This design comes from an exercise in tuning for small area, a short achievable clock period and few clock cycles per item on the open sky130 flow, not from production work.
No functional check of the RTL was part of this run.

==> flow/design.v <==
`default_nettype none
package sparse_pkg;
    localparam int WORD_W  = 16;               
    localparam int INDEX_W = 6;                
    localparam int ADDR_W  = 2 + INDEX_W;      
    localparam int ACC_W   = 2 * WORD_W + 1;   
    localparam int LANES   = 2;                
    localparam int MAX_DIM = 8;                
    localparam int DIM_W   = 4;                
    typedef enum logic [1:0] {
        BANK_A0,
        BANK_A1,
        BANK_B0,
        BANK_B1
    } bank_e;
    typedef logic [LANES-1:0]  lane_mask_t;
    typedef logic [WORD_W-1:0] word_t;
    typedef logic [ACC_W-1:0]  acc_t;
    typedef enum logic [1:0] {
        WALK_IDLE,
        WALK_ISSUE,    
        WALK_WAIT,     
        WALK_DONE
    } walk_state_e;
    typedef enum logic [1:0] {
        FETCH_IDLE,
        FETCH_READ_A,
        FETCH_READ_B,
        FETCH_CLOSE    
    } fetch_state_e;
endpackage
`default_nettype wire
`timescale 1ns/100ps
`default_nettype none
module pair_walker (
    input  logic        clk,
    input  logic        rst,
    input  logic        start,
    input  logic [3:0]  num_rows,
    input  logic [3:0]  num_cols,
    input  logic [15:0] bitmap_a,
    input  logic [15:0] bitmap_b,
    output logic        issue,       
    output logic        issue_last,  
    output logic [1:0]  pair_mask,   
    output logic [2:0]  row,
    output logic [2:0]  col,
    output logic [2:0]  ka0,
    output logic [2:0]  ka1,
    output logic [2:0]  kb0,
    output logic [2:0]  kb1
);
    logic       run;
    logic       empty;
    logic       last_col;
    logic       last_row;
    logic [1:0] a_bits;
    logic [1:0] b_bits;
    assign empty    = (num_rows == 4'd0) || (num_cols == 4'd0);
    assign issue    = run || (start && !empty);
    assign last_col = ({1'b0, col} == num_cols - 4'd1);
    assign last_row = ({1'b0, row} == num_rows - 4'd1);
    assign issue_last = last_col && last_row;
    assign a_bits = bitmap_a[{row, 1'b0} +: 2];
    assign b_bits = bitmap_b[{col, 1'b0} +: 2];
    assign pair_mask = a_bits & b_bits;
    always_ff @(posedge clk or negedge rst) begin
        if (!rst) begin
            run <= 1'b0;
            row <= '0;
            col <= '0;
            ka0 <= '0;
            ka1 <= '0;
            kb0 <= '0;
            kb1 <= '0;
        end else if (issue) begin
            if (last_col) begin
                col <= '0;
                kb0 <= '0;
                kb1 <= '0;
                if (last_row) begin
                    run <= 1'b0;
                    row <= '0;
                    ka0 <= '0;
                    ka1 <= '0;
                end else begin
                    run <= 1'b1;
                    row <= row + 3'd1;
                    ka0 <= ka0 + {2'b0, a_bits[0]};
                    ka1 <= ka1 + {2'b0, a_bits[1]};
                end
            end else begin
                run <= 1'b1;
                col <= col + 3'd1;
                kb0 <= kb0 + {2'b0, b_bits[0]};
                kb1 <= kb1 + {2'b0, b_bits[1]};
            end
        end
    end
endmodule
`default_nettype wire
`timescale 1ns/100ps
`default_nettype none
module operand_fetch (
    input  logic              clk,
    input  logic              rst,
    input  logic              issue,
    input  logic              issue_last,
    input  logic [1:0]        pair_mask,
    input  logic [2:0]        row,
    input  logic [2:0]        col,
    input  sparse_pkg::word_t a0_val,
    input  sparse_pkg::word_t a1_val,
    input  sparse_pkg::word_t b0_val,
    input  sparse_pkg::word_t b1_val,
    output logic              op_valid,
    output logic              op_last,
    output logic [2:0]        op_row,
    output logic [2:0]        op_col,
    output sparse_pkg::word_t op_a0,
    output sparse_pkg::word_t op_a1,
    output logic [7:0]        op_on0,
    output logic [7:0]        op_tw0,
    output logic [7:0]        op_ng0,
    output logic              op_r80,
    output logic [7:0]        op_on1,
    output logic [7:0]        op_tw1,
    output logic [7:0]        op_ng1,
    output logic              op_r81
);
    logic [7:0] on0, tw0, ng0, on1, tw1, ng1;
    logic       r80, r81;
    booth_enc i_enc0 (.b(b0_val), .m(pair_mask[0]), .on(on0), .tw(tw0), .ng(ng0), .r8(r80));
    booth_enc i_enc1 (.b(b1_val), .m(pair_mask[1]), .on(on1), .tw(tw1), .ng(ng1), .r8(r81));
    always_ff @(posedge clk or negedge rst) begin
        if (!rst) begin
            op_valid <= 1'b0;
        end else begin
            op_valid <= issue;
        end
    end
    always_ff @(posedge clk) begin
        op_last <= issue_last;
        op_row  <= row;
        op_col  <= col;
        op_a0   <= a0_val;
        op_a1   <= a1_val;
        op_on0  <= on0;
        op_tw0  <= tw0;
        op_ng0  <= ng0;
        op_r80  <= r80;
        op_on1  <= on1;
        op_tw1  <= tw1;
        op_ng1  <= ng1;
        op_r81  <= r81;
    end
endmodule
`default_nettype wire
`timescale 1ns/100ps
`default_nettype none
module value_store (
    input  logic                           clk,
    input  logic                           load_en,
    input  sparse_pkg::bank_e              load_bank,
    input  logic [sparse_pkg::INDEX_W-1:0] load_index,
    input  sparse_pkg::word_t              load_data,
    input  logic [2:0]                     a0_idx,
    input  logic [2:0]                     a1_idx,
    input  logic [2:0]                     b0_idx,
    input  logic [2:0]                     b1_idx,
    output sparse_pkg::word_t              a0_val,
    output sparse_pkg::word_t              a1_val,
    output sparse_pkg::word_t              b0_val,
    output sparse_pkg::word_t              b1_val
);
    sparse_pkg::word_t mem [4][8];
    always_ff @(posedge clk) begin
        for (int b = 0; b < 4; b++) begin
            for (int i = 0; i < 8; i++) begin
                if (load_en && load_bank == b && load_index == i) begin
                    mem[b][i] <= load_data;
                end
            end
        end
    end
    assign a0_val = mem[0][a0_idx];
    assign a1_val = mem[1][a1_idx];
    assign b0_val = mem[2][b0_idx];
    assign b1_val = mem[3][b1_idx];
endmodule
`default_nettype wire
`default_nettype none
module booth_enc (
    input  wire [15:0] b,
    input  wire        m,
    output wire [7:0]  on,
    output wire [7:0]  tw,
    output wire [7:0]  ng,
    output wire        r8
);
    wire [17:0] bx = {1'b0, b, 1'b0};
    genvar gj;
    for (gj = 0; gj < 8; gj++) begin : g_enc
        assign on[gj] = m & (bx[2*gj+1] ^ bx[2*gj]);
        assign tw[gj] = m & ((bx[2*gj+2] & ~bx[2*gj+1] & ~bx[2*gj]) | (~bx[2*gj+2] & bx[2*gj+1] & bx[2*gj]));
        assign ng[gj] = m & bx[2*gj+2];
    end
    assign r8 = m & b[15];
endmodule
module mul_cs (
    input  wire [15:0] a,
    input  wire [7:0]  on,
    input  wire [7:0]  tw,
    input  wire [7:0]  ng,
    input  wire        r8,
    output wire [32:0] s,
    output wire [32:0] c
);
    wire [17:0] ax = {1'b0, a, 1'b0};
    genvar gj;
    wire [16:0] pp0;
    for (gj = 0; gj < 17; gj++) begin : g_pp0
        assign pp0[gj] = ((on[0] & ax[gj+1]) | (tw[0] & ax[gj])) ^ ng[0];
    end
    wire [16:0] pp1;
    for (gj = 0; gj < 17; gj++) begin : g_pp1
        assign pp1[gj] = ((on[1] & ax[gj+1]) | (tw[1] & ax[gj])) ^ ng[1];
    end
    wire [16:0] pp2;
    for (gj = 0; gj < 17; gj++) begin : g_pp2
        assign pp2[gj] = ((on[2] & ax[gj+1]) | (tw[2] & ax[gj])) ^ ng[2];
    end
    wire [16:0] pp3;
    for (gj = 0; gj < 17; gj++) begin : g_pp3
        assign pp3[gj] = ((on[3] & ax[gj+1]) | (tw[3] & ax[gj])) ^ ng[3];
    end
    wire [16:0] pp4;
    for (gj = 0; gj < 17; gj++) begin : g_pp4
        assign pp4[gj] = ((on[4] & ax[gj+1]) | (tw[4] & ax[gj])) ^ ng[4];
    end
    wire [16:0] pp5;
    for (gj = 0; gj < 17; gj++) begin : g_pp5
        assign pp5[gj] = ((on[5] & ax[gj+1]) | (tw[5] & ax[gj])) ^ ng[5];
    end
    wire [16:0] pp6;
    for (gj = 0; gj < 17; gj++) begin : g_pp6
        assign pp6[gj] = ((on[6] & ax[gj+1]) | (tw[6] & ax[gj])) ^ ng[6];
    end
    wire [16:0] pp7;
    for (gj = 0; gj < 17; gj++) begin : g_pp7
        assign pp7[gj] = ((on[7] & ax[gj+1]) | (tw[7] & ax[gj])) ^ ng[7];
    end
    wire [15:0] pp8 = a & {16{r8}};
    wire t1;
    wire t2;
    wire t3;
    wire t4;
    wire t5;
    wire t6;
    wire t7;
    wire t8;
    wire t9;
    wire t10;
    wire t11;
    wire t12;
    wire t13;
    wire t14;
    wire t15;
    wire t16;
    wire t17;
    wire t18;
    wire t19;
    wire t20;
    wire t21;
    wire t22;
    wire t23;
    wire t24;
    wire t25;
    wire t26;
    wire t27;
    wire t28;
    wire t29;
    wire t30;
    wire t31;
    wire t32;
    wire t33;
    wire t34;
    wire t35;
    wire t36;
    wire t37;
    wire t38;
    wire t39;
    wire t40;
    wire t41;
    wire t42;
    wire t43;
    wire t44;
    wire t45;
    wire t46;
    wire t47;
    wire t48;
    wire t49;
    wire t50;
    wire t51;
    wire t52;
    wire t53;
    wire t54;
    wire t55;
    wire t56;
    wire t57;
    wire t58;
    wire t59;
    wire t60;
    wire t61;
    wire t62;
    wire t63;
    wire t64;
    wire t65;
    wire t66;
    wire t67;
    wire t68;
    wire t69;
    wire t70;
    wire t71;
    wire t72;
    wire t73;
    wire t74;
    wire t75;
    wire t76;
    wire t77;
    wire t78;
    wire t79;
    wire t80;
    wire t81;
    wire t82;
    wire t83;
    wire t84;
    wire t85;
    wire t86;
    wire t87;
    wire t88;
    wire t89;
    wire t90;
    wire t91;
    wire t92;
    wire t93;
    wire t94;
    wire t95;
    wire t96;
    wire t97;
    wire t98;
    wire t99;
    wire t100;
    wire t101;
    wire t102;
    wire t103;
    wire t104;
    wire t105;
    wire t106;
    wire t107;
    wire t108;
    wire t109;
    wire t110;
    wire t111;
    wire t112;
    wire t113;
    wire t114;
    wire t115;
    wire t116;
    wire t117;
    wire t118;
    wire t119;
    wire t120;
    wire t121;
    wire t122;
    wire t123;
    wire t124;
    wire t125;
    wire t126;
    wire t127;
    wire t128;
    wire t129;
    wire t130;
    wire t131;
    wire t132;
    wire t133;
    wire t134;
    wire t135;
    wire t136;
    wire t137;
    wire t138;
    wire t139;
    wire t140;
    wire t141;
    wire t142;
    wire t143;
    wire t144;
    wire t145;
    wire t146;
    wire t147;
    wire t148;
    wire t149;
    wire t150;
    wire t151;
    wire t152;
    wire t153;
    wire t154;
    wire t155;
    wire t156;
    wire t157;
    wire t158;
    wire t159;
    wire t160;
    wire t161;
    wire t162;
    wire t163;
    wire t164;
    wire t165;
    wire t166;
    wire t167;
    wire t168;
    wire t169;
    wire t170;
    wire t171;
    wire t172;
    wire t173;
    wire t174;
    wire t175;
    wire t176;
    wire t177;
    wire t178;
    wire t179;
    wire t180;
    wire t181;
    wire t182;
    wire t183;
    wire t184;
    wire t185;
    wire t186;
    wire t187;
    wire t188;
    wire t189;
    wire t190;
    wire t191;
    wire t192;
    wire t193;
    wire t194;
    wire t195;
    wire t196;
    wire t197;
    wire t198;
    wire t199;
    wire t200;
    wire t201;
    wire t202;
    wire t203;
    wire t204;
    wire t205;
    wire t206;
    wire t207;
    wire t208;
    wire t209;
    wire t210;
    wire t211;
    wire t212;
    wire t213;
    wire t214;
    wire t215;
    wire t216;
    wire t217;
    wire t218;
    wire t219;
    wire t220;
    wire t221;
    wire t222;
    wire t223;
    wire t224;
    wire t225;
    wire t226;
    wire t227;
    wire t228;
    wire t229;
    wire t230;
    wire t231;
    wire t232;
    wire t233;
    wire t234;
    wire t235;
    wire t236;
    wire t237;
    wire t238;
    wire t239;
    wire t240;
    wire t241;
    wire t242;
    wire t243;
    wire t244;
    wire t245;
    wire t246;
    wire t247;
    wire t248;
    wire t249;
    wire t250;
    wire t251;
    wire t252;
    wire t253;
    wire t254;
    wire t255;
    wire t256;
    wire t257;
    wire t258;
    wire t259;
    wire t260;
    wire t261;
    wire t262;
    wire t263;
    wire t264;
    assign t1 = pp0[10] ^ pp1[8];
    assign t2 = pp0[10] & pp1[8];
    assign t3 = pp0[11] ^ pp1[9];
    assign t4 = pp0[11] & pp1[9];
    assign t5 = pp0[12] ^ pp1[10] ^ pp2[8];
    assign t6 = (pp0[12] ^ pp1[10]) ? pp2[8] : pp0[12];
    assign t7 = pp3[6] ^ pp4[4];
    assign t8 = pp3[6] & pp4[4];
    assign t9 = pp0[13] ^ pp1[11] ^ pp2[9];
    assign t10 = (pp0[13] ^ pp1[11]) ? pp2[9] : pp0[13];
    assign t11 = pp3[7] ^ pp4[5];
    assign t12 = pp3[7] & pp4[5];
    assign t13 = pp0[14] ^ pp1[12] ^ pp2[10];
    assign t14 = (pp0[14] ^ pp1[12]) ? pp2[10] : pp0[14];
    assign t15 = pp3[8] ^ pp4[6] ^ pp5[4];
    assign t16 = (pp3[8] ^ pp4[6]) ? pp5[4] : pp3[8];
    assign t17 = pp6[2] ^ pp7[0];
    assign t18 = pp6[2] & pp7[0];
    assign t19 = pp0[15] ^ pp1[13] ^ pp2[11];
    assign t20 = (pp0[15] ^ pp1[13]) ? pp2[11] : pp0[15];
    assign t21 = pp3[9] ^ pp4[7] ^ pp5[5];
    assign t22 = (pp3[9] ^ pp4[7]) ? pp5[5] : pp3[9];
    assign t23 = pp6[3] ^ pp7[1];
    assign t24 = pp6[3] & pp7[1];
    assign t25 = pp0[16] ^ pp1[14] ^ pp2[12];
    assign t26 = (pp0[16] ^ pp1[14]) ? pp2[12] : pp0[16];
    assign t27 = pp3[10] ^ pp4[8] ^ pp5[6];
    assign t28 = (pp3[10] ^ pp4[8]) ? pp5[6] : pp3[10];
    assign t29 = pp6[4] ^ pp7[2] ^ pp8[0];
    assign t30 = (pp6[4] ^ pp7[2]) ? pp8[0] : pp6[4];
    assign t31 = ng[0] ^ pp1[15] ^ pp2[13];
    assign t32 = (ng[0] ^ pp1[15]) ? pp2[13] : ng[0];
    assign t33 = pp3[11] ^ pp4[9] ^ pp5[7];
    assign t34 = (pp3[11] ^ pp4[9]) ? pp5[7] : pp3[11];
    assign t35 = pp6[5] ^ pp7[3] ^ pp8[1];
    assign t36 = (pp6[5] ^ pp7[3]) ? pp8[1] : pp6[5];
    assign t37 = ng[0] ^ pp1[16] ^ pp2[14];
    assign t38 = (ng[0] ^ pp1[16]) ? pp2[14] : ng[0];
    assign t39 = pp3[12] ^ pp4[10] ^ pp5[8];
    assign t40 = (pp3[12] ^ pp4[10]) ? pp5[8] : pp3[12];
    assign t41 = pp6[6] ^ pp7[4] ^ pp8[2];
    assign t42 = (pp6[6] ^ pp7[4]) ? pp8[2] : pp6[6];
    assign t43 = ~ng[0] ^ ~ng[1] ^ pp2[15];
    assign t44 = (~ng[0] ^ ~ng[1]) ? pp2[15] : ~ng[0];
    assign t45 = pp3[13] ^ pp4[11] ^ pp5[9];
    assign t46 = (pp3[13] ^ pp4[11]) ? pp5[9] : pp3[13];
    assign t47 = pp6[7] ^ pp7[5] ^ pp8[3];
    assign t48 = (pp6[7] ^ pp7[5]) ? pp8[3] : pp6[7];
    assign t49 = 1'b1 ^ pp2[16] ^ pp3[14];
    assign t50 = (1'b1 ^ pp2[16]) ? pp3[14] : 1'b1;
    assign t51 = pp4[12] ^ pp5[10] ^ pp6[8];
    assign t52 = (pp4[12] ^ pp5[10]) ? pp6[8] : pp4[12];
    assign t53 = pp7[6] ^ pp8[4];
    assign t54 = pp7[6] & pp8[4];
    assign t55 = ~ng[2] ^ pp3[15] ^ pp4[13];
    assign t56 = (~ng[2] ^ pp3[15]) ? pp4[13] : ~ng[2];
    assign t57 = pp5[11] ^ pp6[9] ^ pp7[7];
    assign t58 = (pp5[11] ^ pp6[9]) ? pp7[7] : pp5[11];
    assign t59 = 1'b1 ^ pp3[16] ^ pp4[14];
    assign t60 = (1'b1 ^ pp3[16]) ? pp4[14] : 1'b1;
    assign t61 = pp5[12] ^ pp6[10];
    assign t62 = pp5[12] & pp6[10];
    assign t63 = ~ng[3] ^ pp4[15] ^ pp5[13];
    assign t64 = (~ng[3] ^ pp4[15]) ? pp5[13] : ~ng[3];
    assign t65 = 1'b1 ^ pp4[16];
    assign t66 = 1'b1 & pp4[16];
    assign t67 = pp0[6] ^ pp1[4];
    assign t68 = pp0[6] & pp1[4];
    assign t69 = pp0[7] ^ pp1[5];
    assign t70 = pp0[7] & pp1[5];
    assign t71 = pp0[8] ^ pp1[6] ^ pp2[4];
    assign t72 = (pp0[8] ^ pp1[6]) ? pp2[4] : pp0[8];
    assign t73 = pp3[2] ^ pp4[0];
    assign t74 = pp3[2] & pp4[0];
    assign t75 = pp0[9] ^ pp1[7] ^ pp2[5];
    assign t76 = (pp0[9] ^ pp1[7]) ? pp2[5] : pp0[9];
    assign t77 = pp3[3] ^ pp4[1];
    assign t78 = pp3[3] & pp4[1];
    assign t79 = t1 ^ pp2[6] ^ pp3[4];
    assign t80 = (t1 ^ pp2[6]) ? pp3[4] : t1;
    assign t81 = pp4[2] ^ pp5[0] ^ ng[5];
    assign t82 = (pp4[2] ^ pp5[0]) ? ng[5] : pp4[2];
    assign t83 = t2 ^ t3 ^ pp2[7];
    assign t84 = (t2 ^ t3) ? pp2[7] : t2;
    assign t85 = pp3[5] ^ pp4[3] ^ pp5[1];
    assign t86 = (pp3[5] ^ pp4[3]) ? pp5[1] : pp3[5];
    assign t87 = t4 ^ t5 ^ t7;
    assign t88 = (t4 ^ t5) ? t7 : t4;
    assign t89 = pp5[2] ^ pp6[0] ^ ng[6];
    assign t90 = (pp5[2] ^ pp6[0]) ? ng[6] : pp5[2];
    assign t91 = t6 ^ t8 ^ t9;
    assign t92 = (t6 ^ t8) ? t9 : t6;
    assign t93 = t11 ^ pp5[3] ^ pp6[1];
    assign t94 = (t11 ^ pp5[3]) ? pp6[1] : t11;
    assign t95 = t10 ^ t12 ^ t13;
    assign t96 = (t10 ^ t12) ? t13 : t10;
    assign t97 = t15 ^ t17 ^ ng[7];
    assign t98 = (t15 ^ t17) ? ng[7] : t15;
    assign t99 = t14 ^ t16 ^ t18;
    assign t100 = (t14 ^ t16) ? t18 : t14;
    assign t101 = t19 ^ t21 ^ t23;
    assign t102 = (t19 ^ t21) ? t23 : t19;
    assign t103 = t20 ^ t22 ^ t24;
    assign t104 = (t20 ^ t22) ? t24 : t20;
    assign t105 = t25 ^ t27 ^ t29;
    assign t106 = (t25 ^ t27) ? t29 : t25;
    assign t107 = t26 ^ t28 ^ t30;
    assign t108 = (t26 ^ t28) ? t30 : t26;
    assign t109 = t31 ^ t33 ^ t35;
    assign t110 = (t31 ^ t33) ? t35 : t31;
    assign t111 = t32 ^ t34 ^ t36;
    assign t112 = (t32 ^ t34) ? t36 : t32;
    assign t113 = t37 ^ t39 ^ t41;
    assign t114 = (t37 ^ t39) ? t41 : t37;
    assign t115 = t38 ^ t40 ^ t42;
    assign t116 = (t38 ^ t40) ? t42 : t38;
    assign t117 = t43 ^ t45 ^ t47;
    assign t118 = (t43 ^ t45) ? t47 : t43;
    assign t119 = t44 ^ t46 ^ t48;
    assign t120 = (t44 ^ t46) ? t48 : t44;
    assign t121 = t49 ^ t51 ^ t53;
    assign t122 = (t49 ^ t51) ? t53 : t49;
    assign t123 = t50 ^ t52 ^ t54;
    assign t124 = (t50 ^ t52) ? t54 : t50;
    assign t125 = t55 ^ t57 ^ pp8[5];
    assign t126 = (t55 ^ t57) ? pp8[5] : t55;
    assign t127 = t56 ^ t58 ^ t59;
    assign t128 = (t56 ^ t58) ? t59 : t56;
    assign t129 = t61 ^ pp7[8] ^ pp8[6];
    assign t130 = (t61 ^ pp7[8]) ? pp8[6] : t61;
    assign t131 = t60 ^ t62 ^ t63;
    assign t132 = (t60 ^ t62) ? t63 : t60;
    assign t133 = pp6[11] ^ pp7[9] ^ pp8[7];
    assign t134 = (pp6[11] ^ pp7[9]) ? pp8[7] : pp6[11];
    assign t135 = t64 ^ t65 ^ pp5[14];
    assign t136 = (t64 ^ t65) ? pp5[14] : t64;
    assign t137 = pp6[12] ^ pp7[10] ^ pp8[8];
    assign t138 = (pp6[12] ^ pp7[10]) ? pp8[8] : pp6[12];
    assign t139 = t66 ^ ~ng[4] ^ pp5[15];
    assign t140 = (t66 ^ ~ng[4]) ? pp5[15] : t66;
    assign t141 = pp6[13] ^ pp7[11] ^ pp8[9];
    assign t142 = (pp6[13] ^ pp7[11]) ? pp8[9] : pp6[13];
    assign t143 = 1'b1 ^ pp5[16] ^ pp6[14];
    assign t144 = (1'b1 ^ pp5[16]) ? pp6[14] : 1'b1;
    assign t145 = pp7[12] ^ pp8[10];
    assign t146 = pp7[12] & pp8[10];
    assign t147 = ~ng[5] ^ pp6[15] ^ pp7[13];
    assign t148 = (~ng[5] ^ pp6[15]) ? pp7[13] : ~ng[5];
    assign t149 = 1'b1 ^ pp6[16];
    assign t150 = 1'b1 & pp6[16];
    assign t151 = pp0[4] ^ pp1[2];
    assign t152 = pp0[4] & pp1[2];
    assign t153 = pp0[5] ^ pp1[3];
    assign t154 = pp0[5] & pp1[3];
    assign t155 = t67 ^ pp2[2] ^ pp3[0];
    assign t156 = (t67 ^ pp2[2]) ? pp3[0] : t67;
    assign t157 = t68 ^ t69 ^ pp2[3];
    assign t158 = (t68 ^ t69) ? pp2[3] : t68;
    assign t159 = t70 ^ t71 ^ t73;
    assign t160 = (t70 ^ t71) ? t73 : t70;
    assign t161 = t72 ^ t74 ^ t75;
    assign t162 = (t72 ^ t74) ? t75 : t72;
    assign t163 = t76 ^ t78 ^ t79;
    assign t164 = (t76 ^ t78) ? t79 : t76;
    assign t165 = t80 ^ t82 ^ t83;
    assign t166 = (t80 ^ t82) ? t83 : t80;
    assign t167 = t84 ^ t86 ^ t87;
    assign t168 = (t84 ^ t86) ? t87 : t84;
    assign t169 = t88 ^ t90 ^ t91;
    assign t170 = (t88 ^ t90) ? t91 : t88;
    assign t171 = t92 ^ t94 ^ t95;
    assign t172 = (t92 ^ t94) ? t95 : t92;
    assign t173 = t96 ^ t98 ^ t99;
    assign t174 = (t96 ^ t98) ? t99 : t96;
    assign t175 = t100 ^ t102 ^ t103;
    assign t176 = (t100 ^ t102) ? t103 : t100;
    assign t177 = t104 ^ t106 ^ t107;
    assign t178 = (t104 ^ t106) ? t107 : t104;
    assign t179 = t108 ^ t110 ^ t111;
    assign t180 = (t108 ^ t110) ? t111 : t108;
    assign t181 = t112 ^ t114 ^ t115;
    assign t182 = (t112 ^ t114) ? t115 : t112;
    assign t183 = t116 ^ t118 ^ t119;
    assign t184 = (t116 ^ t118) ? t119 : t116;
    assign t185 = t120 ^ t122 ^ t123;
    assign t186 = (t120 ^ t122) ? t123 : t120;
    assign t187 = t124 ^ t126 ^ t127;
    assign t188 = (t124 ^ t126) ? t127 : t124;
    assign t189 = t128 ^ t130 ^ t131;
    assign t190 = (t128 ^ t130) ? t131 : t128;
    assign t191 = t132 ^ t134 ^ t135;
    assign t192 = (t132 ^ t134) ? t135 : t132;
    assign t193 = t136 ^ t138 ^ t139;
    assign t194 = (t136 ^ t138) ? t139 : t136;
    assign t195 = t140 ^ t142 ^ t143;
    assign t196 = (t140 ^ t142) ? t143 : t140;
    assign t197 = t144 ^ t146 ^ t147;
    assign t198 = (t144 ^ t146) ? t147 : t144;
    assign t199 = t148 ^ t149 ^ pp7[14];
    assign t200 = (t148 ^ t149) ? pp7[14] : t148;
    assign t201 = t150 ^ ~ng[6] ^ pp7[15];
    assign t202 = (t150 ^ ~ng[6]) ? pp7[15] : t150;
    assign t203 = 1'b1 ^ pp7[16];
    assign t204 = 1'b1 & pp7[16];
    assign t205 = pp0[2] ^ pp1[0];
    assign t206 = pp0[2] & pp1[0];
    assign t207 = pp0[3] ^ pp1[1];
    assign t208 = pp0[3] & pp1[1];
    assign t209 = t151 ^ pp2[0] ^ ng[2];
    assign t210 = (t151 ^ pp2[0]) ? ng[2] : t151;
    assign t211 = t152 ^ t153 ^ pp2[1];
    assign t212 = (t152 ^ t153) ? pp2[1] : t152;
    assign t213 = t154 ^ t155 ^ ng[3];
    assign t214 = (t154 ^ t155) ? ng[3] : t154;
    assign t215 = t156 ^ t157 ^ pp3[1];
    assign t216 = (t156 ^ t157) ? pp3[1] : t156;
    assign t217 = t158 ^ t159 ^ ng[4];
    assign t218 = (t158 ^ t159) ? ng[4] : t158;
    assign t219 = t160 ^ t161 ^ t77;
    assign t220 = (t160 ^ t161) ? t77 : t160;
    assign t221 = t162 ^ t163 ^ t81;
    assign t222 = (t162 ^ t163) ? t81 : t162;
    assign t223 = t164 ^ t165 ^ t85;
    assign t224 = (t164 ^ t165) ? t85 : t164;
    assign t225 = t166 ^ t167 ^ t89;
    assign t226 = (t166 ^ t167) ? t89 : t166;
    assign t227 = t168 ^ t169 ^ t93;
    assign t228 = (t168 ^ t169) ? t93 : t168;
    assign t229 = t170 ^ t171 ^ t97;
    assign t230 = (t170 ^ t171) ? t97 : t170;
    assign t231 = t172 ^ t173 ^ t101;
    assign t232 = (t172 ^ t173) ? t101 : t172;
    assign t233 = t174 ^ t175 ^ t105;
    assign t234 = (t174 ^ t175) ? t105 : t174;
    assign t235 = t176 ^ t177 ^ t109;
    assign t236 = (t176 ^ t177) ? t109 : t176;
    assign t237 = t178 ^ t179 ^ t113;
    assign t238 = (t178 ^ t179) ? t113 : t178;
    assign t239 = t180 ^ t181 ^ t117;
    assign t240 = (t180 ^ t181) ? t117 : t180;
    assign t241 = t182 ^ t183 ^ t121;
    assign t242 = (t182 ^ t183) ? t121 : t182;
    assign t243 = t184 ^ t185 ^ t125;
    assign t244 = (t184 ^ t185) ? t125 : t184;
    assign t245 = t186 ^ t187 ^ t129;
    assign t246 = (t186 ^ t187) ? t129 : t186;
    assign t247 = t188 ^ t189 ^ t133;
    assign t248 = (t188 ^ t189) ? t133 : t188;
    assign t249 = t190 ^ t191 ^ t137;
    assign t250 = (t190 ^ t191) ? t137 : t190;
    assign t251 = t192 ^ t193 ^ t141;
    assign t252 = (t192 ^ t193) ? t141 : t192;
    assign t253 = t194 ^ t195 ^ t145;
    assign t254 = (t194 ^ t195) ? t145 : t194;
    assign t255 = t196 ^ t197 ^ pp8[11];
    assign t256 = (t196 ^ t197) ? pp8[11] : t196;
    assign t257 = t198 ^ t199 ^ pp8[12];
    assign t258 = (t198 ^ t199) ? pp8[12] : t198;
    assign t259 = t200 ^ t201 ^ pp8[13];
    assign t260 = (t200 ^ t201) ? pp8[13] : t200;
    assign t261 = t202 ^ t203 ^ pp8[14];
    assign t262 = (t202 ^ t203) ? pp8[14] : t202;
    assign t263 = t204 ^ ~ng[7] ^ pp8[15];
    assign t264 = (t204 ^ ~ng[7]) ? pp8[15] : t204;
    assign s = {t264, t262, t260, t258, t256, t254, t252, t250, t248, t246, t244, t242, t240, t238, t236, t234, t232, t230, t228, t226, t224, t222, t220, t218, t216, t214, t212, t210, t208, t206, t205, pp0[1], pp0[0]};
    assign c = {1'b1, t263, t261, t259, t257, t255, t253, t251, t249, t247, t245, t243, t241, t239, t237, t235, t233, t231, t229, t227, t225, t223, t221, t219, t217, t215, t213, t211, t209, t207, ng[1], 1'b0, ng[0]};
endmodule
module add4 (
    input  wire [32:0] x0,
    input  wire [32:0] x1,
    input  wire [32:0] x2,
    input  wire [32:0] x3,
    output wire [32:0] y
);
    wire u1;
    wire u2;
    wire u3;
    wire u4;
    wire u5;
    wire u6;
    wire u7;
    wire u8;
    wire u9;
    wire u10;
    wire u11;
    wire u12;
    wire u13;
    wire u14;
    wire u15;
    wire u16;
    wire u17;
    wire u18;
    wire u19;
    wire u20;
    wire u21;
    wire u22;
    wire u23;
    wire u24;
    wire u25;
    wire u26;
    wire u27;
    wire u28;
    wire u29;
    wire u30;
    wire u31;
    wire u32;
    wire u33;
    wire u34;
    wire u35;
    wire u36;
    wire u37;
    wire u38;
    wire u39;
    wire u40;
    wire u41;
    wire u42;
    wire u43;
    wire u44;
    wire u45;
    wire u46;
    wire u47;
    wire u48;
    wire u49;
    wire u50;
    wire u51;
    wire u52;
    wire u53;
    wire u54;
    wire u55;
    wire u56;
    wire u57;
    wire u58;
    wire u59;
    wire u60;
    wire u61;
    wire u62;
    wire u63;
    wire u64;
    wire u65;
    wire u66;
    wire u67;
    wire u68;
    wire u69;
    wire u70;
    wire u71;
    wire u72;
    wire u73;
    wire u74;
    wire u75;
    wire u76;
    wire u77;
    wire u78;
    wire u79;
    wire u80;
    wire u81;
    wire u82;
    wire u83;
    wire u84;
    wire u85;
    wire u86;
    wire u87;
    wire u88;
    wire u89;
    wire u90;
    wire u91;
    wire u92;
    wire u93;
    wire u94;
    wire u95;
    wire u96;
    wire u97;
    wire u98;
    wire u99;
    wire u100;
    wire u101;
    wire u102;
    wire u103;
    wire u104;
    wire u105;
    wire u106;
    wire u107;
    wire u108;
    wire u109;
    wire u110;
    wire u111;
    wire u112;
    wire u113;
    wire u114;
    wire u115;
    wire u116;
    wire u117;
    wire u118;
    wire u119;
    wire u120;
    wire u121;
    wire u122;
    wire u123;
    wire u124;
    wire u125;
    wire u126;
    wire u127;
    wire u128;
    wire u129;
    wire u130;
    wire u131;
    wire u132;
    assign u1 = x0[0] ^ x1[0];
    assign u2 = x0[0] & x1[0];
    assign u3 = x0[1] ^ x1[1] ^ x2[1];
    assign u4 = (x0[1] ^ x1[1]) ? x2[1] : x0[1];
    assign u5 = x0[2] ^ x1[2] ^ x2[2];
    assign u6 = (x0[2] ^ x1[2]) ? x2[2] : x0[2];
    assign u7 = x0[3] ^ x1[3] ^ x2[3];
    assign u8 = (x0[3] ^ x1[3]) ? x2[3] : x0[3];
    assign u9 = x0[4] ^ x1[4] ^ x2[4];
    assign u10 = (x0[4] ^ x1[4]) ? x2[4] : x0[4];
    assign u11 = x0[5] ^ x1[5] ^ x2[5];
    assign u12 = (x0[5] ^ x1[5]) ? x2[5] : x0[5];
    assign u13 = x0[6] ^ x1[6] ^ x2[6];
    assign u14 = (x0[6] ^ x1[6]) ? x2[6] : x0[6];
    assign u15 = x0[7] ^ x1[7] ^ x2[7];
    assign u16 = (x0[7] ^ x1[7]) ? x2[7] : x0[7];
    assign u17 = x0[8] ^ x1[8] ^ x2[8];
    assign u18 = (x0[8] ^ x1[8]) ? x2[8] : x0[8];
    assign u19 = x0[9] ^ x1[9] ^ x2[9];
    assign u20 = (x0[9] ^ x1[9]) ? x2[9] : x0[9];
    assign u21 = x0[10] ^ x1[10] ^ x2[10];
    assign u22 = (x0[10] ^ x1[10]) ? x2[10] : x0[10];
    assign u23 = x0[11] ^ x1[11] ^ x2[11];
    assign u24 = (x0[11] ^ x1[11]) ? x2[11] : x0[11];
    assign u25 = x0[12] ^ x1[12] ^ x2[12];
    assign u26 = (x0[12] ^ x1[12]) ? x2[12] : x0[12];
    assign u27 = x0[13] ^ x1[13] ^ x2[13];
    assign u28 = (x0[13] ^ x1[13]) ? x2[13] : x0[13];
    assign u29 = x0[14] ^ x1[14] ^ x2[14];
    assign u30 = (x0[14] ^ x1[14]) ? x2[14] : x0[14];
    assign u31 = x0[15] ^ x1[15] ^ x2[15];
    assign u32 = (x0[15] ^ x1[15]) ? x2[15] : x0[15];
    assign u33 = x0[16] ^ x1[16] ^ x2[16];
    assign u34 = (x0[16] ^ x1[16]) ? x2[16] : x0[16];
    assign u35 = x0[17] ^ x1[17] ^ x2[17];
    assign u36 = (x0[17] ^ x1[17]) ? x2[17] : x0[17];
    assign u37 = x0[18] ^ x1[18] ^ x2[18];
    assign u38 = (x0[18] ^ x1[18]) ? x2[18] : x0[18];
    assign u39 = x0[19] ^ x1[19] ^ x2[19];
    assign u40 = (x0[19] ^ x1[19]) ? x2[19] : x0[19];
    assign u41 = x0[20] ^ x1[20] ^ x2[20];
    assign u42 = (x0[20] ^ x1[20]) ? x2[20] : x0[20];
    assign u43 = x0[21] ^ x1[21] ^ x2[21];
    assign u44 = (x0[21] ^ x1[21]) ? x2[21] : x0[21];
    assign u45 = x0[22] ^ x1[22] ^ x2[22];
    assign u46 = (x0[22] ^ x1[22]) ? x2[22] : x0[22];
    assign u47 = x0[23] ^ x1[23] ^ x2[23];
    assign u48 = (x0[23] ^ x1[23]) ? x2[23] : x0[23];
    assign u49 = x0[24] ^ x1[24] ^ x2[24];
    assign u50 = (x0[24] ^ x1[24]) ? x2[24] : x0[24];
    assign u51 = x0[25] ^ x1[25] ^ x2[25];
    assign u52 = (x0[25] ^ x1[25]) ? x2[25] : x0[25];
    assign u53 = x0[26] ^ x1[26] ^ x2[26];
    assign u54 = (x0[26] ^ x1[26]) ? x2[26] : x0[26];
    assign u55 = x0[27] ^ x1[27] ^ x2[27];
    assign u56 = (x0[27] ^ x1[27]) ? x2[27] : x0[27];
    assign u57 = x0[28] ^ x1[28] ^ x2[28];
    assign u58 = (x0[28] ^ x1[28]) ? x2[28] : x0[28];
    assign u59 = x0[29] ^ x1[29] ^ x2[29];
    assign u60 = (x0[29] ^ x1[29]) ? x2[29] : x0[29];
    assign u61 = x0[30] ^ x1[30] ^ x2[30];
    assign u62 = (x0[30] ^ x1[30]) ? x2[30] : x0[30];
    assign u63 = x0[31] ^ x1[31] ^ x2[31];
    assign u64 = (x0[31] ^ x1[31]) ? x2[31] : x0[31];
    assign u65 = x0[32] ^ x1[32] ^ x2[32];
    assign u66 = (x0[32] ^ x1[32]) ? x2[32] : x0[32];
    assign u67 = u1 ^ x2[0];
    assign u68 = u1 & x2[0];
    assign u69 = u2 ^ u3 ^ x3[1];
    assign u70 = (u2 ^ u3) ? x3[1] : u2;
    assign u71 = u4 ^ u5 ^ x3[2];
    assign u72 = (u4 ^ u5) ? x3[2] : u4;
    assign u73 = u6 ^ u7 ^ x3[3];
    assign u74 = (u6 ^ u7) ? x3[3] : u6;
    assign u75 = u8 ^ u9 ^ x3[4];
    assign u76 = (u8 ^ u9) ? x3[4] : u8;
    assign u77 = u10 ^ u11 ^ x3[5];
    assign u78 = (u10 ^ u11) ? x3[5] : u10;
    assign u79 = u12 ^ u13 ^ x3[6];
    assign u80 = (u12 ^ u13) ? x3[6] : u12;
    assign u81 = u14 ^ u15 ^ x3[7];
    assign u82 = (u14 ^ u15) ? x3[7] : u14;
    assign u83 = u16 ^ u17 ^ x3[8];
    assign u84 = (u16 ^ u17) ? x3[8] : u16;
    assign u85 = u18 ^ u19 ^ x3[9];
    assign u86 = (u18 ^ u19) ? x3[9] : u18;
    assign u87 = u20 ^ u21 ^ x3[10];
    assign u88 = (u20 ^ u21) ? x3[10] : u20;
    assign u89 = u22 ^ u23 ^ x3[11];
    assign u90 = (u22 ^ u23) ? x3[11] : u22;
    assign u91 = u24 ^ u25 ^ x3[12];
    assign u92 = (u24 ^ u25) ? x3[12] : u24;
    assign u93 = u26 ^ u27 ^ x3[13];
    assign u94 = (u26 ^ u27) ? x3[13] : u26;
    assign u95 = u28 ^ u29 ^ x3[14];
    assign u96 = (u28 ^ u29) ? x3[14] : u28;
    assign u97 = u30 ^ u31 ^ x3[15];
    assign u98 = (u30 ^ u31) ? x3[15] : u30;
    assign u99 = u32 ^ u33 ^ x3[16];
    assign u100 = (u32 ^ u33) ? x3[16] : u32;
    assign u101 = u34 ^ u35 ^ x3[17];
    assign u102 = (u34 ^ u35) ? x3[17] : u34;
    assign u103 = u36 ^ u37 ^ x3[18];
    assign u104 = (u36 ^ u37) ? x3[18] : u36;
    assign u105 = u38 ^ u39 ^ x3[19];
    assign u106 = (u38 ^ u39) ? x3[19] : u38;
    assign u107 = u40 ^ u41 ^ x3[20];
    assign u108 = (u40 ^ u41) ? x3[20] : u40;
    assign u109 = u42 ^ u43 ^ x3[21];
    assign u110 = (u42 ^ u43) ? x3[21] : u42;
    assign u111 = u44 ^ u45 ^ x3[22];
    assign u112 = (u44 ^ u45) ? x3[22] : u44;
    assign u113 = u46 ^ u47 ^ x3[23];
    assign u114 = (u46 ^ u47) ? x3[23] : u46;
    assign u115 = u48 ^ u49 ^ x3[24];
    assign u116 = (u48 ^ u49) ? x3[24] : u48;
    assign u117 = u50 ^ u51 ^ x3[25];
    assign u118 = (u50 ^ u51) ? x3[25] : u50;
    assign u119 = u52 ^ u53 ^ x3[26];
    assign u120 = (u52 ^ u53) ? x3[26] : u52;
    assign u121 = u54 ^ u55 ^ x3[27];
    assign u122 = (u54 ^ u55) ? x3[27] : u54;
    assign u123 = u56 ^ u57 ^ x3[28];
    assign u124 = (u56 ^ u57) ? x3[28] : u56;
    assign u125 = u58 ^ u59 ^ x3[29];
    assign u126 = (u58 ^ u59) ? x3[29] : u58;
    assign u127 = u60 ^ u61 ^ x3[30];
    assign u128 = (u60 ^ u61) ? x3[30] : u60;
    assign u129 = u62 ^ u63 ^ x3[31];
    assign u130 = (u62 ^ u63) ? x3[31] : u62;
    assign u131 = u64 ^ u65 ^ x3[32];
    assign u132 = (u64 ^ u65) ? x3[32] : u64;
    wire [32:0] r0 = {u130, u128, u126, u124, u122, u120, u118, u116, u114, u112, u110, u108, u106, u104, u102, u100, u98, u96, u94, u92, u90, u88, u86, u84, u82, u80, u78, u76, u74, u72, u70, u68, u67};
    wire [32:0] r1 = {u131, u129, u127, u125, u123, u121, u119, u117, u115, u113, u111, u109, u107, u105, u103, u101, u99, u97, u95, u93, u91, u89, u87, u85, u83, u81, u79, u77, u75, u73, u71, u69, x3[0]};
    assign y = r0 + r1;
endmodule
`default_nettype wire
`timescale 1ns/100ps
`default_nettype none
module sparse_dot_top #(
    parameter int MAX_ROWS = sparse_pkg::MAX_DIM,
    parameter int MAX_COLS = sparse_pkg::MAX_DIM
) (
    input  logic                                  clk,
    input  logic                                  rst,
    input  logic                                  load_en,
    input  sparse_pkg::bank_e                     load_bank,
    input  logic [sparse_pkg::INDEX_W-1:0]        load_index,
    input  sparse_pkg::word_t                     load_data,
    input  logic                                  start,
    input  logic [sparse_pkg::DIM_W-1:0]          num_rows,
    input  logic [sparse_pkg::DIM_W-1:0]          num_cols,
    input  logic [sparse_pkg::LANES*MAX_ROWS-1:0] bitmap_a,
    input  logic [sparse_pkg::LANES*MAX_COLS-1:0] bitmap_b,
    output logic                                  busy,
    output logic                                  done,
    output logic                                  result_valid,
    output logic [sparse_pkg::DIM_W-1:0]          result_row,
    output logic [sparse_pkg::DIM_W-1:0]          result_col,
    output sparse_pkg::acc_t                      result_value
);
    logic              issue;
    logic              issue_last;
    logic [1:0]        pair_mask;
    logic [2:0]        row;
    logic [2:0]        col;
    logic [2:0]        ka0;
    logic [2:0]        ka1;
    logic [2:0]        kb0;
    logic [2:0]        kb1;
    sparse_pkg::word_t a0_val;
    sparse_pkg::word_t a1_val;
    sparse_pkg::word_t b0_val;
    sparse_pkg::word_t b1_val;
    pair_walker i_pair_walker (
        .clk        (clk),
        .rst        (rst),
        .start      (start),
        .num_rows   (num_rows),
        .num_cols   (num_cols),
        .bitmap_a   (bitmap_a),
        .bitmap_b   (bitmap_b),
        .issue      (issue),
        .issue_last (issue_last),
        .pair_mask  (pair_mask),
        .row        (row),
        .col        (col),
        .ka0        (ka0),
        .ka1        (ka1),
        .kb0        (kb0),
        .kb1        (kb1)
    );
    value_store i_value_store (
        .clk        (clk),
        .load_en    (load_en),
        .load_bank  (load_bank),
        .load_index (load_index),
        .load_data  (load_data),
        .a0_idx     (ka0),
        .a1_idx     (ka1),
        .b0_idx     (kb0),
        .b1_idx     (kb1),
        .a0_val     (a0_val),
        .a1_val     (a1_val),
        .b0_val     (b0_val),
        .b1_val     (b1_val)
    );
    logic              op_valid;
    logic              op_last;
    logic [2:0]        op_row;
    logic [2:0]        op_col;
    sparse_pkg::word_t op_a0;
    sparse_pkg::word_t op_a1;
    logic [7:0]        op_on0, op_tw0, op_ng0;
    logic [7:0]        op_on1, op_tw1, op_ng1;
    logic              op_r80, op_r81;
    operand_fetch i_operand_fetch (
        .clk        (clk),
        .rst        (rst),
        .issue      (issue),
        .issue_last (issue_last),
        .pair_mask  (pair_mask),
        .row        (row),
        .col        (col),
        .a0_val     (a0_val),
        .a1_val     (a1_val),
        .b0_val     (b0_val),
        .b1_val     (b1_val),
        .op_valid   (op_valid),
        .op_last    (op_last),
        .op_row     (op_row),
        .op_col     (op_col),
        .op_a0      (op_a0),
        .op_a1      (op_a1),
        .op_on0     (op_on0),
        .op_tw0     (op_tw0),
        .op_ng0     (op_ng0),
        .op_r80     (op_r80),
        .op_on1     (op_on1),
        .op_tw1     (op_tw1),
        .op_ng1     (op_ng1),
        .op_r81     (op_r81)
    );
    logic [32:0] p0_s;
    logic [32:0] p0_c;
    logic [32:0] p1_s;
    logic [32:0] p1_c;
    mul_cs i_mul0 (.a(op_a0), .on(op_on0), .tw(op_tw0), .ng(op_ng0), .r8(op_r80), .s(p0_s), .c(p0_c));
    mul_cs i_mul1 (.a(op_a1), .on(op_on1), .tw(op_tw1), .ng(op_ng1), .r8(op_r81), .s(p1_s), .c(p1_c));
    logic        cs_valid;
    logic        cs_last;
    logic [2:0]  cs_row;
    logic [2:0]  cs_col;
    logic [32:0] cs_p0_s;
    logic [32:0] cs_p0_c;
    logic [32:0] cs_p1_s;
    logic [32:0] cs_p1_c;
    always_ff @(posedge clk or negedge rst) begin
        if (!rst) begin
            cs_valid <= 1'b0;
        end else begin
            cs_valid <= op_valid;
        end
    end
    always_ff @(posedge clk) begin
        cs_last <= op_last;
        cs_row  <= op_row;
        cs_col  <= op_col;
        cs_p0_s <= p0_s;
        cs_p0_c <= p0_c;
        cs_p1_s <= p1_s;
        cs_p1_c <= p1_c;
    end
    logic [32:0] sum;
    add4 i_add4 (
        .x0 (cs_p0_s),
        .x1 (cs_p0_c),
        .x2 (cs_p1_s),
        .x3 (cs_p1_c),
        .y  (sum)
    );
    logic empty_start;
    assign empty_start = start && ((num_rows == 4'd0) || (num_cols == 4'd0));
    always_ff @(posedge clk or negedge rst) begin
        if (!rst) begin
            result_valid <= 1'b0;
            done         <= 1'b0;
            busy         <= 1'b0;
        end else begin
            result_valid <= cs_valid;
            done         <= (cs_valid && cs_last) || empty_start;
            busy         <= start || (busy && !done);
        end
    end
    always_ff @(posedge clk) begin
        result_row   <= {1'b0, cs_row};
        result_col   <= {1'b0, cs_col};
        result_value <= sum;
    end
endmodule
`default_nettype wire
==> flow/flow/run.sh <==
#!/bin/bash
# The standard layout, with timing repair aiming below the design's clock
# period (the SDC is unchanged; only the repair margin is raised). Extra make
# variables, one per line, come from flow/args.txt.
set -euo pipefail
mapfile -t ARGS < flow/args.txt
bash standard.sh "${ARGS[@]}" finish > standard_finish.log 2>&1
==> flow/flow/args.txt <==
SETUP_SLACK_MARGIN=6.6
BUFFER_PORTS_ARGS=-buffer_cell sky130_fd_sc_hd__buf_2
==> flow/standard.sh <==
#!/bin/bash
# synth_recipe.tcl (not shown) runs the flow's synth.tcl, then flattens the netlist and writes it again
# the make line also repeats each setting of config.mk as NAME=value (left out here)
make -C /OpenROAD-flow-scripts/flow DESIGN_CONFIG=/design/flow/config.mk WORK_HOME=/design/flow/orfs CLKGATE_MAP_FILE= SYNTH_SCRIPT=/design/flow/synth_recipe.tcl "${@:-finish}"
==> flow/config.mk <==
export PLATFORM = sky130hd
export DESIGN_NAME = sparse_dot_top
export DESIGN_NICKNAME = sparse_dot_top
export VERILOG_FILES = /design/flow/design.v
export SDC_FILE = /design/flow/constraint.sdc
export NUM_CORES = 4
export LEC_CHECK = 0
export ABC_CLOCK_PERIOD_IN_PS = 3000
export CAP_MARGIN = 20
export CORE_MARGIN = 2
export CORE_UTILIZATION = 60
export CTS_CLUSTER_DIAMETER = 80
export CTS_CLUSTER_SIZE = 30
export SLEW_MARGIN = 20
==> flow/constraint.sdc <==
create_clock -name core_clock -period 10.0 [get_ports {clk}]
set_input_delay 2.0000 -clock core_clock [delete_from_list [all_inputs] [get_ports {clk}]]
set_output_delay 2.0000 -clock core_clock [all_outputs]
set_load 0.01 [all_outputs]
==> run summary <==
-- cells by family after synthesis --
logic type / after synthesis / share of synthesized area (%)
other cells: 1 / 0.008704
mux: 166 / 5.384
simple gates: 598 / 6.020
xor+xnor: 817 / 17.39
fa+ha+maj: 279 / 7.222
flops: 797 / 49.21
buf+inv: 294 / 3.621
compound gates: 665 / 11.15
-- metrics by stage --
stage                     util [%]  cells  hold WS (ns)  cell area (um^2)
final                        64.20   4567        0.3358             45740
after floorplan                  -   3618        0.3096             43370
after global placement       61.81   4483        0.3103             44040
after global routing         64.20   4567        0.3402             45740
after CTS                    63.74   4555        0.3372             45410
after detailed placement     61.81   4483        0.3132             44040
-- path summary, 6_finish.rpt --
kind / start / endpoint / slack (ns) / depth (start not counted)
max: cs_p1_s[12] / result_value[27] / 6.62 / 11
min: cs_col[0] / result_col[0] / 0.34 / 0
max reg2reg: cs_p1_s[12] / result_value[27] / 6.62 / 11
min reg2reg: cs_col[0] / result_col[0] / 0.34 / 0
max in group asynchronous: rst / i_pair_walker.ka1[0] / 8.24 / 1
min in group asynchronous: rst / i_pair_walker.col[0] / 1.34 / 1
-- repair_timing --
action	4_1_cts	5_1_grt
pin swaps	6	16
endpoints found under the setup margin	33	124
cloned	0	0
resized for setup	25	37
buffers inserted	3	12
-- critical path, delay by kind of cell, from the launching register on --
family | cells | cell delay, ns
compound gates | 3 | 0.81
fa+ha+maj | 3 | 1.10
flops | 1 | 0.36
simple gates | 5 | 0.99
-- Yosys cell counts, types with 23 or more instances --
library cell    n
mux2i_1        54
buf_6          39
clkbuf_1       53
buf_2          83
maj3_2         67
inv_1          63
a221oi_1       54
xor2_1        143
nor2b_1        27
dfxtp_1       261
maj3_1        121
a22oi_1       232
dfrtp_1        24
a22oi_2        28
nor2_1        227
a21oi_1       117
mux4_2         46
buf_1          34
ha_1           90
o21ai_0        90
nor3_1         24
a22o_1         23
nand2_1       219
xnor2_1       647
edfxtp_1      512
mux2_2         66
-- metal layers --
layer  vias to the layer above  part of all wire (%)  routed length, um
li1                      12942                     -                  -
met1                     13813                    43              46730
met2                      1080                    48              52610
met3                       163                   7.1               7778
met4                         4                   2.4               2580
met5                         -                 0.025                 27
-- state kept, by name, summed over array words and instances (netlist names), 16 cells and up --
signal / cells
i_value_store.mem: 512
cs_p0_s: 33
cs_p1_s: 33
result_value: 33
cs_p0_c: 31
cs_p1_c: 31
i_operand_fetch.op_a0: 16
i_operand_fetch.op_a1: 16
-- layout make-up --
| type | instances | area, um^2 |
|---|---|---|
| sequential | 797 | 21230 |
| fill | 5498 | 25500 |
| timing repair buffer | 157 | 1006 |
| tap | 950 | 1189 |
| clock inverter | 18 | 251.5 |
| clock buffer | 51 | 999.7 |
| inverter | 67 | 251.5 |
| multi-input combinational | 2527 | 20810 |
==> impl_metrics.tcl <==
set metrics [dict create \
    grt_max_degree 49 \
    drive_gt1_share_pct 14.82 \
    viasPerCell 6.131 \
    syn-cell-area_um2 43090 \
    grt_util_met2_pct 48.85 \
    crit_chain "maj3_1 > maj3_1 > ha_4 > nand4_1 > nor2_2 > nand3_1 > o32a_1 > a31oi_4 > nor4_1 > or3b_2 > a21oi_1" \
    critPathCaptureType "register" \
    cts-root-buf "clkbuf_16" \
    grt_pass1_vias 27153 \
    status "finished clean" \
    mostFrequentLayoutCells "643 x xnor2_1, 512 x edfxtp_1, 241 x dfxtp_1" \
    overflow 0 \
    cp-start-kind "register" \
    die_y_um 272.0 \
    fin_crit_sh_pct 33.76 \
    post-dp-hpwl_mm 75.00 \
    num_antenna_cells 0 \
    finalCriticalPeriod_ns 3.376 \
    layout_setup_ws_ns 6.624 \
    wirelength_mm 109.7 \
    worst_pin_slew_ns 1.070 \
    timing.setup.tns_ns 0 \
    antenna_found_initial 2 \
    cts_made_buffers 38 \
    netlist_instances 3617 \
    crit_fanout 6 \
    synth-seq-cells 797 \
    worstPathArrival_ns 3.88 \
    core_area_um2 71240 \
    yosys.area.top_type "edfxtp_1" \
    grtUsageTotal_pct 29.32 \
    ys_async_sr_fraction_pct 3.011 \
    final_common_cell "xnor2_1" \
    holdCritPathClass "reg2reg" \
    ys_types 76 \
    cp_slowest_cell "or3b_2" \
    drtAntennaViolNets 0 \
    start_util_pct 60.48 \
    max_freq_ghz 0.2962 \
    clock_sinks 797 \
    num_vias 28002 \
    dieArea_um2 73970 \
    htree_levels 2 \
    cts.clk_slew.worst_paths_ns 0.10 \
    setup-violations-final 0 \
    fin_nets 3747 \
    rsz0062_at_grt "true" \
    grtUsageMet3_pct 3.553 \
    slowest_delay_ns 0.49 \
    cts_tree "yes" \
    drtPass1Iterations 6 \
    grt_util_met1_pct 41.12 \
    synth_top_area_share_pct 35.68 \
    ys_seq_area_share_pct 49.21 \
    fp.dieW_um 272.0 \
    place.gp.congestion 0.8853 \
    insertion_delay_ns 0.62 \
    worstPathRequired_ns 10.50 \
    io_pins 112 \
    placementRows 98 \
    grt.busiest_layer "met2" \
    cts_hold_buf 0 \
    synth_edf_count 512 \
    relSlewSlack_pct 28.58 \
    yosys-top-cells-area "edfxtp_1 36%, xnor2_1 13%, dfxtp_1 12%" \
    numPortBuffers 109 \
    path_class "reg2reg" \
    drc 0 \
    area_growth_pct 6.154 \
    hold_violations 0 \
    pre_cts_slack_ns 5.889 \
    clockBufferDepth 3 \
    maxCapViolCount 0 \
    grt_pass1_wl_mm 165.8 \
    slew_viol_final 0 \
    wl_per_cell_um 24.03 \
    drt_iter0_markers 2713 \
    synthFlopType "edfxtp_1" \
    yosys_warnings 5 \
    cp_common_cell "maj3_1" \
    avgSynthCellArea_um2 11.91 \
    fin_skew_ns 0.05535 \
]

static timing again, ports no longer ideal:
No port has a modelled driver above. Below, the same layout with a new extraction and two added sets of constraints. Step 1 sets driving cells, clkbuf_16 on the clock port and buf_2 on the other inputs (assumed; they add their load-dependent delay and slew). Step 2, shift: input delay + t, output delay - t, t = (earliest + latest rising clock arrival at the registers) / 2. This alone moves slack from input paths to output paths. Three values: ideal ports, drivers, drivers and shift; two values: the first two.
shift t [ns]: 0.667
setup WS [ns]: 6.624 / 6.624 / 6.042
worst setup path after step 2: input to register
worst register clock-pin slew, ns: 0.12 / 0.12
cell pins on the clock port's net: 1
After both steps this run still meets setup and hold. The setup slack of this run moves by 0.000 ns with the drivers and by -0.582 ns with both steps.
